Context: an optimization exercise on an open-source flow, tuned for a short achievable clock period, few clock cycles and low power. The choices shown serve that exercise and are no tape-out recipe. Function was checked by simulation only, so behaviour that the tests miss may differ from the original. Power figures rest on the tool's default switching activity, not on a simulated workload.

==> flow/design.v (excerpt) <==
module cpu_top #(
        parameter logic [15:0] reset_pc = '0
) (
        input  logic        clk,
        input  logic        reset,
        input  logic        run_n,
        input  logic [15:0] sram_d,
        output logic [15:0] sram_addr,
        output logic [15:0] sram_q,
        output logic        sram_we_n
);
export LEC_CHECK = 0
export CAP_MARGIN = 20
export CORE_MARGIN = 2
export CORE_UTILIZATION = 50
export SETUP_SLACK_MARGIN = 4.8
export SLEW_MARGIN = 20
create_clock -name core_clock -period 9.0 [get_ports {clk}]
standard.sh (not shown) runs the stock make flow with config.mk's settings and CLKGATE_MAP_FILE= SYNTH_SCRIPT=/design/flow/synth_recipe.tcl, a recipe that flattens the netlist after the stock synthesis.
==> flow/flow/run.sh <==
#!/bin/bash
# The standard layout (the standard.sh, every step), except for the
# clock tree's settings: no dummy loads, and larger sink clusters.
export CTS_ARGS="-sink_clustering_enable -repair_clock_nets -dont_use_dummy_load -sink_clustering_size 16 -sink_clustering_max_diameter 50 -buf_list {sky130_fd_sc_hd__clkbuf_4 sky130_fd_sc_hd__clkbuf_8}"
bash standard.sh > standard.log 2>&1
The first run completed with no timing, DRC or antenna violations.
Testbench counts at the start, summed over its fixed seeds: cycles 32,452.
Edit:
==> flow/flow/run.sh (replaced) <==
#!/bin/bash
# The standard layout (the standard.sh, every step), except for the
# clock tree's settings (no dummy loads, larger sink clusters) and the
# cell used to buffer the ports.
export CTS_ARGS="-sink_clustering_enable -repair_clock_nets -dont_use_dummy_load -sink_clustering_size 20 -sink_clustering_max_diameter 60 -buf_list {sky130_fd_sc_hd__clkbuf_4 sky130_fd_sc_hd__clkbuf_8}"
export BUFFER_PORTS_ARGS="-buffer_cell sky130_fd_sc_hd__buf_4"
bash standard.sh > standard.log 2>&1
- SETUP_SLACK_MARGIN: 4.8 -> 5
- TNS_END_PERCENT: not set -> 10
Outcome: The changed run completed with no timing, DRC or antenna violations. Setup slack is better by 0.0080 ns. Routed wire length is lower by 3.1%. Global-route usage is lower by 1.2 points. Hold slack is worse by 0.036 ns. Combinational power barely changes. Clock-buffer cell count is lower by 7.
Edit:
==> flow/run.sh (new file) <==
#!/bin/bash
# synth_recipe.tcl (not shown) runs the flow's synth.tcl, then flattens the netlist and writes it again
# the make line also repeats each setting of config.mk as NAME=value (left out here)
make -C /OpenROAD-flow-scripts/flow DESIGN_CONFIG=/design/flow/config.mk WORK_HOME=/design/flow/orfs CLKGATE_MAP_FILE= SYNTH_SCRIPT=/design/flow/synth_recipe.tcl finish
- CORE_UTILIZATION: 50 -> 60
- CTS_BUF_LIST: not set -> sky130_fd_sc_hd__clkbuf_4 sky130_fd_sc_hd__clkbuf_8
- TNS_END_PERCENT: 10 -> not set
removed: flow/flow/run.sh
removed: flow/standard.sh
Routed wire length rose by a few percent.
Clock skew fell by 0.083 ns.
Total power rose by roughly a tenth.
Cell area rose by a little under a tenth.
Die area fell by about a fifth.
Sequential cell count is unchanged.
Hold slack improves by 0.016 ns.
Global-route usage rose by 9.2 points.
Edit:
==> flow/flow/run.sh (new file) <==
#!/bin/bash
# The standard layout (the standard.sh, every step), except for the
# clock tree's settings (no dummy loads, larger sink clusters) and the
# cell used to buffer the ports.
export CTS_ARGS="-sink_clustering_enable -repair_clock_nets -dont_use_dummy_load -sink_clustering_size 20 -sink_clustering_max_diameter 60 -buf_list {sky130_fd_sc_hd__clkbuf_4 sky130_fd_sc_hd__clkbuf_8}"
export BUFFER_PORTS_ARGS="-buffer_cell sky130_fd_sc_hd__buf_4"
bash standard.sh > standard.log 2>&1
==> flow/standard.sh (new file) <==
#!/bin/bash
# synth_recipe.tcl (not shown) runs the flow's synth.tcl, then flattens the netlist and writes it again
# the make line also repeats each setting of config.mk as NAME=value (left out here)
make -C /OpenROAD-flow-scripts/flow DESIGN_CONFIG=/design/flow/config.mk WORK_HOME=/design/flow/orfs CLKGATE_MAP_FILE= SYNTH_SCRIPT=/design/flow/synth_recipe.tcl "${@:-finish}"
- CORE_UTILIZATION: 60 -> 58
- CTS_BUF_LIST: sky130_fd_sc_hd__clkbuf_4 sky130_fd_sc_hd__clkbuf_8 -> not set
- TNS_END_PERCENT: not set -> 10
removed: flow/run.sh
Global-route usage went down by 3.9 points.
Cell count went down by 5.8%.
Routed wire length went down by 4.1%.
Setup slack loses 0.13 ns.
Die area went up by 3.4%.
Via count went down by 5.5%.
Power went down by 12%.
Non-clock buffer count went down by 71.
Edit:
==> flow/flow/run.sh (replaced) <==
#!/bin/bash
# The standard layout (the standard.sh, every step), except for the
# clock tree's settings: no dummy loads, and larger sink clusters.
export CTS_ARGS="-sink_clustering_enable -repair_clock_nets -dont_use_dummy_load -sink_clustering_size 30 -sink_clustering_max_diameter 80 -buf_list {sky130_fd_sc_hd__clkbuf_8 sky130_fd_sc_hd__clkbuf_16}"
bash standard.sh > standard.log 2>&1
- CORE_UTILIZATION: 58 -> 50
- TNS_END_PERCENT: 10 -> not set
=> Clock skew came out higher by 0.0051 ns. Critical path depth stays the same. Power goes up by about 6%. Flip-flop and latch count is unchanged. Final area went up by about 7%. Utilization went down by 5.3 points. Area after synthesis is unchanged. Final cell count came out higher by 6.4%. Worst hold slack gets better by 0.013 ns.
Edit:
==> flow/flow/run.sh (replaced) <==
#!/bin/bash
# The standard layout (the standard.sh, every step), except for the
# clock tree's settings: no dummy loads, and larger sink clusters.
export CTS_ARGS="-sink_clustering_enable -repair_clock_nets -dont_use_dummy_load -sink_clustering_size 20 -sink_clustering_max_diameter 60 -buf_list {sky130_fd_sc_hd__clkbuf_4 sky130_fd_sc_hd__clkbuf_8}"
bash standard.sh > standard.log 2>&1
Result: Setup slack is worse by 0.043 ns; sequential share of layout area came out higher by 0.44 points; via count barely changes; critical path depth stays the same; routed wire length goes up by 0.40%; clock skew grows by 0.084 ns; final area is lower by 0.98%; global-route usage is lower by 0.34 points; count of clock-buffer cells in the layout rose by 7.

run A:
cpu_top, a different RTL version from the one above (not shown whole).
Size in the first run: roughly 1,600 cells after synthesis, about 320 flip-flops.
export LEC_CHECK = 0
export CAP_MARGIN = 20
export CORE_MARGIN = 2
export CORE_UTILIZATION = 50
export SETUP_SLACK_MARGIN = 5
export SLEW_MARGIN = 20
create_clock -name core_clock -period 9.0 [get_ports {clk}]
==> flow/flow/run.sh <==
#!/bin/bash
# The standard layout (the standard.sh, every step), except for the
# clock tree's settings: no dummy loads, and larger sink clusters.
export CTS_ARGS="-sink_clustering_enable -repair_clock_nets -dont_use_dummy_load -sink_clustering_size 16 -sink_clustering_max_diameter 100 -buf_list {sky130_fd_sc_hd__clkbuf_4 sky130_fd_sc_hd__clkbuf_8}"
bash standard.sh > standard.log 2>&1
Testbench counts of run A, summed over its fixed seeds: cycles 32,260.
Here is what was changed in the inputs of run B compared with run A.
- CORE_UTILIZATION now 55, was 50
==> flow/flow/run.sh <==
#!/bin/bash
# The standard layout (the standard.sh, every step), except for the
# clock tree's settings: no dummy loads, and larger sink clusters.
export CTS_ARGS="-sink_clustering_enable -repair_clock_nets -dont_use_dummy_load -sink_clustering_size 16 -sink_clustering_max_diameter 60 -buf_list {sky130_fd_sc_hd__clkbuf_4 sky130_fd_sc_hd__clkbuf_8}"
bash standard.sh > standard.log 2>&1
--- outcome ---
Changes observed in run B relative to run A: non-clock buffer count rose 15%; minimum clock period rose 64 ps; global-route usage over all layers rose 3.2 points. Summary of run B over run A: fmax now sits lower; minimum setup slack among reg-to-reg paths now sits lower.
Input-level comparison between run C and run B:
- a change of CORE_UTILIZATION from 55 to 50
==> flow/flow/run.sh <==
#!/bin/bash
# The standard layout (the standard.sh, every step), except for the
# clock tree's settings: no dummy loads, and larger sink clusters.
export CTS_ARGS="-sink_clustering_enable -repair_clock_nets -dont_use_dummy_load -sink_clustering_size 16 -sink_clustering_max_diameter 80 -buf_list {sky130_fd_sc_hd__clkbuf_4 sky130_fd_sc_hd__clkbuf_8}"
bash standard.sh > standard.log 2>&1
## What came out
Changes observed in run C relative to run B: post-route cell area fell about 0.7%, die area rose 3400 µm², critical path depth fell 1, wire length of the first global-routing pass fell 1.2%, count of nets after finishing fell 22.
Diff run B -> run C: clock-buffer cell count went down about 14%, setup slack increased by 54 ps relative to the old numbers, met2 wirelength from detailed routing moved up, first-iteration DRC count shows a reduction of about 30%.
Run C went all the way through synthesis, placement and routing and the layout is clean on timing, DRC and antenna.
Run B finished all stages; the layout is clean.
Of the two values seen for capture point of the worst path, sram_addr[12] was produced by run C and sram_addr[8] by run B.

==> separate check: timing with driven ports <==
Ports are ideal in the flow. The routed layouts listed here were re-timed in OpenROAD. Step 1 (the two cells are an assumption about what drives the block):
set clk [get_ports {clk}]
set_driving_cell -lib_cell sky130_fd_sc_hd__clkbuf_16 $clk
set_driving_cell -lib_cell sky130_fd_sc_hd__buf_2 [delete_from_list [all_inputs] $clk]
Step 2 times the ports against the registers' clock, not the clock port: input delays grow and output delays shrink by t, the midpoint of the rising clock arrivals with the driver on. a / b / c = ideal / step 1 / step 2; a / b = the first two.
| run | t (ns) | setup slack, ns | latest minus earliest clock arrival (ns) | worst register clock-pin slew, ns |
|---|---|---|---|---|
| the first run of note 1 | 0.642 | 4.547 / 4.496 / 4.191 | 0.114 / 0.114 | 0.10 / 0.10 |
| the second run of note 1 | 0.678 | 4.555 / 4.502 / 3.974 | 0.120 / 0.120 | 0.11 / 0.11 |
| the third run of note 1 | 0.636 | 4.602 / 4.550 / 4.280 | 0.032 / 0.032 | 0.07 / 0.07 |
| the fourth run of note 1 | 0.663 | 4.467 / 4.493 / 3.830 | 0.054 / 0.053 | 0.11 / 0.11 |
| the fifth run of note 1 | 0.583 | 4.669 / 4.614 / 4.458 | 0.059 / 0.058 | 0.11 / 0.11 |
| the sixth run of note 1 | 0.678 | 4.626 / 4.576 / 4.308 | 0.143 / 0.143 | 0.11 / 0.11 |
| run A | 0.635 | 4.968 / 4.921 / 4.349 | 0.103 / 0.103 | 0.11 / 0.11 |
| run B | 0.647 | 4.904 / 4.854 / 4.380 | 0.052 / 0.051 | 0.11 / 0.11 |
| run C | 0.631 | 4.958 / 4.906 / 4.349 | 0.075 / 0.075 | 0.11 / 0.11 |
After both steps setup and hold are still met in every run listed. For the fourth run of note 1, which loses most, drivers alone change the setup slack by +0.026 ns; drivers and shift together by -0.637 ns.
